From an optimization exercise on the open Yosys and OpenROAD flow, aimed at small area, a short achievable clock period and few clock cycles per item; shortcuts taken in it are not production practice. Function was checked by simulation only, so behaviour that the tests miss may differ from the original.

## flow/design.v (module list and top-level ports; edited modules follow where they fit)
// module pha_prop_mul: 362 lines
// module pha_acc_sum: 518 lines
// module pi_heading_aligner_top: 191 lines
module pi_heading_aligner_top (
  input  logic                                clk_i,
  input  logic                                rst_ni,
  input  logic                                cfg_we_i,
  input  logic [pha_pkg::AddrW-1:0]           cfg_addr_i,
  input  logic [pha_pkg::CfgDataW-1:0]        cfg_wdata_i,
  input  logic                                in_valid_i,
  output logic                                in_ready_o,
  input  logic signed [pha_pkg::ErrW-1:0]     heading_error_i,
  input  logic                                target_valid_i,
  output logic                                out_valid_o,
  input  logic                                out_ready_i,
  output logic signed [pha_pkg::DriveW-1:0]   left_drive_o,
  output logic signed [pha_pkg::DriveW-1:0]   right_drive_o,
  output logic signed [pha_pkg::DriveW-1:0]   steer_value_o,
  output logic                                aligned_o
);
  // ...
==> flow/flow/run.sh <==
#!/bin/bash
set -euo pipefail
MARGIN=$(cat "$(dirname "$0")/setup_margin.txt")
bash standard.sh finish SETUP_SLACK_MARGIN=$MARGIN > flow_make.log 2>&1
==> flow/flow/setup_margin.txt <==
10
==> flow/standard.sh <==
#!/bin/bash
# synth_recipe.tcl (not shown) runs the flow's synth.tcl, then flattens the netlist and writes it again
# the make line also repeats each setting of config.mk as NAME=value (left out here)
make -C /OpenROAD-flow-scripts/flow DESIGN_CONFIG=/design/flow/config.mk WORK_HOME=/design/flow/orfs CLKGATE_MAP_FILE= SYNTH_SCRIPT=/design/flow/synth_recipe.tcl "${@:-finish}"
==> flow/config.mk <==
export PLATFORM = sky130hd
export DESIGN_NAME = pi_heading_aligner_top
export DESIGN_NICKNAME = pi_heading_aligner_top
export VERILOG_FILES = /design/flow/design.v
export SDC_FILE = /design/flow/constraint.sdc
export NUM_CORES = 4
export LEC_CHECK = 0
export CAP_MARGIN = 20
export CORE_MARGIN = 2
export CORE_UTILIZATION = 40
export SLEW_MARGIN = 20
==> flow/constraint.sdc <==
create_clock -name core_clock -period 15.0 [get_ports {clk_i}]
set_input_delay 3.0000 -clock core_clock [delete_from_list [all_inputs] [get_ports {clk_i}]]
set_output_delay 3.0000 -clock core_clock [all_outputs]
set_load 0.01 [all_outputs]
==> summary.txt, run 1 <==
Cells and area
  • Biggest Area Class: multi-input gates
  • Sequential portion of the cell area: 0.157
  • Most frequent cells in the layout: a21oi_1 (451), nor2_1 (350), inv_1 (320), nand2_1 (278), fa_1 (224)
  • Regs by FF count: cfg_q x69, s1_prop_q x30, integ_q x21
  • Fillers: around 7500
  • Final clock-cell share: 0.0232
  • Antenna diode count: 1

Synth
  • Syn_nets: around 4500
  • Post-Syn Instances: about 4000
  • Post-synth top area share: 0.156
  • Main combinational cell family by area after synthesis: compound AO/OA/AOI/OAI gates
  • Synth top cells by count: a21oi_1 (477), nor2_1 (374), inv_1 (348)
  • Compound-Gate Fraction of Synth Area: 0.276
  • Area fraction in and, or, nand and nor cells after synthesis: 0.128
  • Post-synth ARST share: 0.424
  • Post-synth EDFFs: roughly 110

Placed design
  • Port Buffer Count: a little over 90
  • Detail Placement HPWL: about 80 mm

Critical path
  • CP arrival: 6.56 ns
  • CP max FO: 8
  • CP Launch Type: flip-flop
  • CP Class: flip-flop to flip-flop
  • CP max-delay cell: fa_1
  • Crit-path cells: buf_12 > buf_4 > and2_4 > a221oi_2 > nor2_1 > a221oi_2 > fa_2 > inv_1 > fa_1 > inv_1 > fa_1 > inv_1 > fa_1 > inv_1 > ha_4 > a21o_4 > or3b_4 > o22ai_4 > a21oi_2 > a311o_2 > and3_4 > nor4_2 > nand2_1 > nor4_2

Clock network
  • Clock latency on the worst-skew pair: ~0.60 ns
  • Clock Sinks: roughly 220
  • CTS tree: done
  • Clock root buffer master: clkbuf_16

Detailed routing
  • Pre-antenna DRT Iters: 7
  • M1 WL: roughly 48 mm
  • Met3 WL: about 13 mm
  • Vias: between 30000 and 40000

Global routing
  • Grt met1 use: 0.380
  • Vias in the first global route: 29051
  • GRT overflow: 0

Timing
  • Final WS setup: a little under 9 ns

Min path
  • Hold Crit Endpoint: s2_tgt_q$_DFFE_PP_

Status
  • Status: timing/DRC/antenna clean
Testbench counts, summed over its fixed seeds: cycles 5,952, items 5,760.
==> run 2: changes to the inputs <==
--- a/flow/config.mk
+++ b/flow/config.mk
@@ -7,2 +7,3 @@
 export LEC_CHECK = 0
+export ABC_AREA = 1
 export CAP_MARGIN = 20
==> run 2 against run 1 <==
Critical endpoint is now s2_zeros_q$_DFFE_PP_. Wire length shrank 19%. Worst setup slack better by 0.76 ns. Clock skew fell by 0.0069 ns. Synthesized area shrank 12%. Highest routed layer is now met5.
==> summary.txt, run 2 <==
Status
  • Status: timing/DRC/antenna clean (unchanged)

Run
  • Max-Cap Viols: 0 (unchanged)

Synth
  • Post-synth top flop: edfxtp_1 (unchanged)
  • Post-Syn Instances: 3588 (was 4037)
  • Syn_nets: 4084 (was 4533)
  • Synth Area in Adders: 0.266 (was 0.242)
  • Distinct cells, synth: 54 (was 86)
  • Post-synth ARST share: 0.424 (unchanged)
  • Post-synthesis sequential area ratio: 0.215 (was 0.190)
  • Post-synth top area share: 0.176 (was 0.156)
  • Post-Syn Area: 28400 um^2 (was 32100 um^2)
  • Mux cell area share after synthesis: 0.000397 (was 0.0341)
  • Synth top cells by count: nand2_1 (657), inv_1 (504), xor2_1 (333) (was a21oi_1 (477), nor2_1 (374), inv_1 (348))
  • Main combinational cell family by area after synthesis: adder cells (was compound AO/OA/AOI/OAI gates)
  • Syn Area/Cell: 7.91 um^2 (was 7.96 um^2)
  • Yosys top cell by area: fa_1 (unchanged)
  • Most frequent cell after synthesis: nand2_1 (was a21oi_1)
  • Post-synth EDFFs: 114 (unchanged)
  • Area fraction in and, or, nand and nor cells after synthesis: 0.166 (was 0.128)
  • Flops & latches, synth: 224 (unchanged)
  • Main area contributors after synthesis: fa_1 (18%), edfxtp_1 (12%), xor2_1 (10%), ha_1 (8.9%), nand2_1 (8.7%) (was fa_1 (16%), edfxtp_1 (11%), ha_1 (7.9%), a21oi_1 (7.4%), dfrtp_1 (7.2%))
  • Compound-Gate Fraction of Synth Area: 0.142 (was 0.276)
  • Synthesis Warnings: 1 (unchanged)
  • Xor/xnor share of the synthesized area: 0.114 (was 0.0422)

Clock network
  • CTS tree: done (unchanged)
  • H-tree levels: 1 (unchanged)
  • Max clock buf depth: 3 (unchanged)
  • CTS buffer count: 27 (unchanged)
  • Clk slew on worst S/H paths: 0.06 ns (was 0.08 ns)
  • Clock Sinks: 224 (unchanged)
  • Clock latency on the worst-skew pair: 0.58 ns (was 0.60 ns)
  • Clock root buffer master: clkbuf_16 (unchanged)

Timing
  • Final Hold Fails: 0 (unchanged)
  • FMAX: 0.187 GHz (was 0.163 GHz)
  • Period utilization: 0.357 (was 0.408)
  • # setup viols final: 0 (unchanged)
  • Max_slew headroom: 0.391 (was 0.381)
  • RSZ-0062 raised after global routing: yes (unchanged)
  • Slew Limit Fails: 0 (unchanged)
  • Setup TNS: 0 ns (unchanged)
  • Setup Skew: 0.0225 ns (was 0.0294 ns)
  • Post-route minimum period: 5.36 ns (was 6.12 ns)
  • Tightest Pin Transition: 0.911 ns (was 0.924 ns)
  • Final WS setup: 9.64 ns (was 8.88 ns)

Cells and area
  • Non-filler cells, final: 4739 (was 5143)
  • Design area: 34900 um^2 (was 39300 um^2)
  • Share of cells above drive strength 1: 0.188 (was 0.189)
  • Max FFs per register: 69 (unchanged)
  • Antenna diode count: 0 (was 1)
  • Regs by FF count: cfg_q x69, s1_prop_q x30, integ_q x21 (unchanged)
  • Fin nets: 4275 (was 4567)
  • Reg area: 6140 um^2 (was 6170 um^2)
  • Biggest register: cfg_q (unchanged)
  • Most frequent cells in the layout: nand2_1 (585), inv_1 (453), xor2_1 (328), o22ai_1 (248), fa_1 (233) (was a21oi_1 (451), nor2_1 (350), inv_1 (320), nand2_1 (278), fa_1 (224))
  • Area of the multi-input gates: 21500 um^2 (was 25000 um^2)
  • Layout area overhead: 23.0% (was 22.4%)
  • Fillers: 6786 (was 7459)
  • Most common cell after layout, fill and taps aside: nand2_1 (was a21oi_1)

Global routing
  • First-pass GRT wire length: 148 mm (was 181 mm)
  • GRT Util Overall: 0.259 (was 0.282)
  • Initial antenna violation count: 4 (was 3)
  • Grt met1 use: 0.357 (was 0.380)
  • Largest net degree at the start of global routing: 59 (was 74)
  • GRT overflow: 0 (unchanged)
  • Grt met3 use: 0.0435 (was 0.0522)
  • Busiest layer in global routing: met2 (unchanged)
  • GR Util met2: 0.407 (was 0.448)
  • Vias in the first global route: 24923 (was 29051)

Critical path
  • CP max-delay cell: fa_1 (unchanged)
  • CP Launch Type: flip-flop (unchanged)
  • Crit path largest cell delay: 0.56 ns (was 0.50 ns)
  • Kind of end point of the critical path: flip-flop (unchanged)
  • CP Class: flip-flop to flip-flop (unchanged)
  • Worst Path Buf+Inv: 8 (was 6)
  • Worst Path Required: 15.42 ns (was 15.44 ns)
  • CP max FO: 9 (was 8)
  • CP top delay family: adder cells (unchanged)
  • CP arrival: 5.78 ns (was 6.56 ns)
  • Most frequent CP cell: inv_1 (unchanged)

Detailed routing
  • Antenna-violating nets left: 0 (unchanged)
  • WL/cell: 20.8 um (was 23.8 um)
  • DRT iter0 DRCs: 2733 (was 4191)
  • DRC errors left: 0 (unchanged)
  • DR vias/cell: 5.51 (was 6.20)
  • WL final: 98.6 mm (was 122 mm)
  • Vias: 26129 (was 31908)
  • Pre-antenna DRT Iters: 6 (was 7)

Floorplan
  • DIE AREA: 73100 um^2 (was 82600 um^2)
  • Io pins: 94 (unchanged)
  • Core box area: 70100 um^2 (was 79300 um^2)
  • Starting Density: 0.405 (was 0.406)
  • Standard-cell row count: 97 (was 103)
  • Die Ht: 270 um (was 287 um)
  • Chip Width: 270 um (was 287 um)

Placed design
  • Placed cells: 4489 (was 4884)
  • Port Buffer Count: 93 (unchanged)
  • Detail Placement HPWL: 68.7 mm (was 79.2 mm)
  • Placed inst area: 30100 um^2 (was 34000 um^2)
  • Global placement routability congestion: 0.914 (was 0.919)
  • Placement Setup Slack: 8.30 ns (was 7.80 ns)

Min path
  • Min-Delay Path Class: flip-flop to flip-flop (unchanged)
## run 2: repair_timing
item | in CTS | in global routing
hold buffers | 0 | 0
endpoints found under the setup margin | 41 | 57
pin swaps | 56 | 129
hold endpoints to repair | 0 | 0
gates cloned | 18 | 8
buffers inserted | 85 | 89
resized for setup | 345 | 278
## run 2: cell type report
class,instances,share of cell area
multi-input cells,2664,0.616
repair buffers,305,0.0812
inverters,554,0.0665
flip-flops and latches,224,0.176
well taps,940,0.0337
repair inverters,3,0.000502
clock buffers,34,0.0210
clock inverters,15,0.00555
## run 2: logic make-up (layout without fill, tap and decap cells)
group           count (synthesis)  after routing
compound gates                706            711
xor+xnor                      371            371
fa+ha+maj                     453            453
buf+inv                       712            911
flops                         224            224
mux                             1              1
simple gates                 1121           1128
## run 2: per-layer routing
layer	up-vias	wire length (um)	share of wire
met1	12453	41800	0.42
met3	289	8810	0.089
met5	-	24	0.00024
li1	12138	-	-
met4	4	4390	0.045
met2	1245	43600	0.44
## run 2: path summary, 6_finish.rpt
path,cells after the start,endpoint,slack [ns],from
setup / recovery,27,s2_zeros_q$_DFFE_PP_,9.64,cfg_q[42]$_DFFE_PN0P_
hold reg to reg,0,s2_tgt_q$_DFFE_PP_,0.44,s1_tgt_q$_DFFE_PP_
hold / removal,0,s2_tgt_q$_DFFE_PP_,0.44,s1_tgt_q$_DFFE_PP_
max in group asynchronous,2,cfg_q[38]$_DFFE_PN0P_,11.33,rst_ni
min in group asynchronous,1,s2_valid_q$_DFFE_PN0P_,2.48,rst_ni
setup reg to reg,27,s2_zeros_q$_DFFE_PP_,9.64,cfg_q[42]$_DFFE_PN0P_
## run 2: stage by stage
step | hold slack (ns) | utilization
2_1_floorplan | 0.400 | -
3_3_place_gp | 0.406 | 0.429
3_5_place_dp | 0.430 | 0.429
4_1_cts | 0.441 | 0.473
5_1_grt | 0.461 | 0.498
6_report | 0.445 | 0.498
## run 2: worst reg2reg max path: stages, from the launching register on
cell and delay, ns:
dfrtp_4 0.55, clkinvlp_4 0.19, nand2_2 0.13, o21ai_4 0.08
buf_8 0.15, buf_4 0.15, o22ai_1 0.15, xor2_1 0.19
fa_1 0.20, inv_1 0.06, fa_1 0.53, inv_1 0.05
fa_1 0.47, inv_1 0.05, fa_1 0.56, inv_1 0.09
ha_4 0.32, nand2_2 0.10, o21ai_0 0.27, o21bai_2 0.20
inv_1 0.10, nand3_1 0.10, nand2_1 0.06, nand2_1 0.08
nand3_1 0.10, nor2_1 0.10, nand3_1 0.08, nor2_1 0.09

==> re-timing with driven ports <==
How much do the figures lean on ideal ports? The routed layouts below were timed once more, with nothing changed but the port constraints. Step 1 sets driving cells, clkbuf_16 on the clock port and buf_2 on the other inputs (assumed; they add their load-dependent delay and slew). Step 2 also shifts input and output timing later by t, the mid clock arrival at the registers, as if the neighbouring blocks saw the same clock. Slacks: ideal ports / drivers / drivers and shift; pairs: ideal ports / drivers.
run | shift t [ns] | slack for setup (ns) | worst setup path after step 2 | worst data-port slew with drivers (ns) | pins driven straight from the clock port
run 1 | 0.649 | 8.880 / 8.880 / 8.880 | register to register | 0.06 | 1
run 2 | 0.629 | 9.639 / 9.639 / 9.639 | register to register | 0.08 | 1
After both steps every run listed still meets setup and hold.
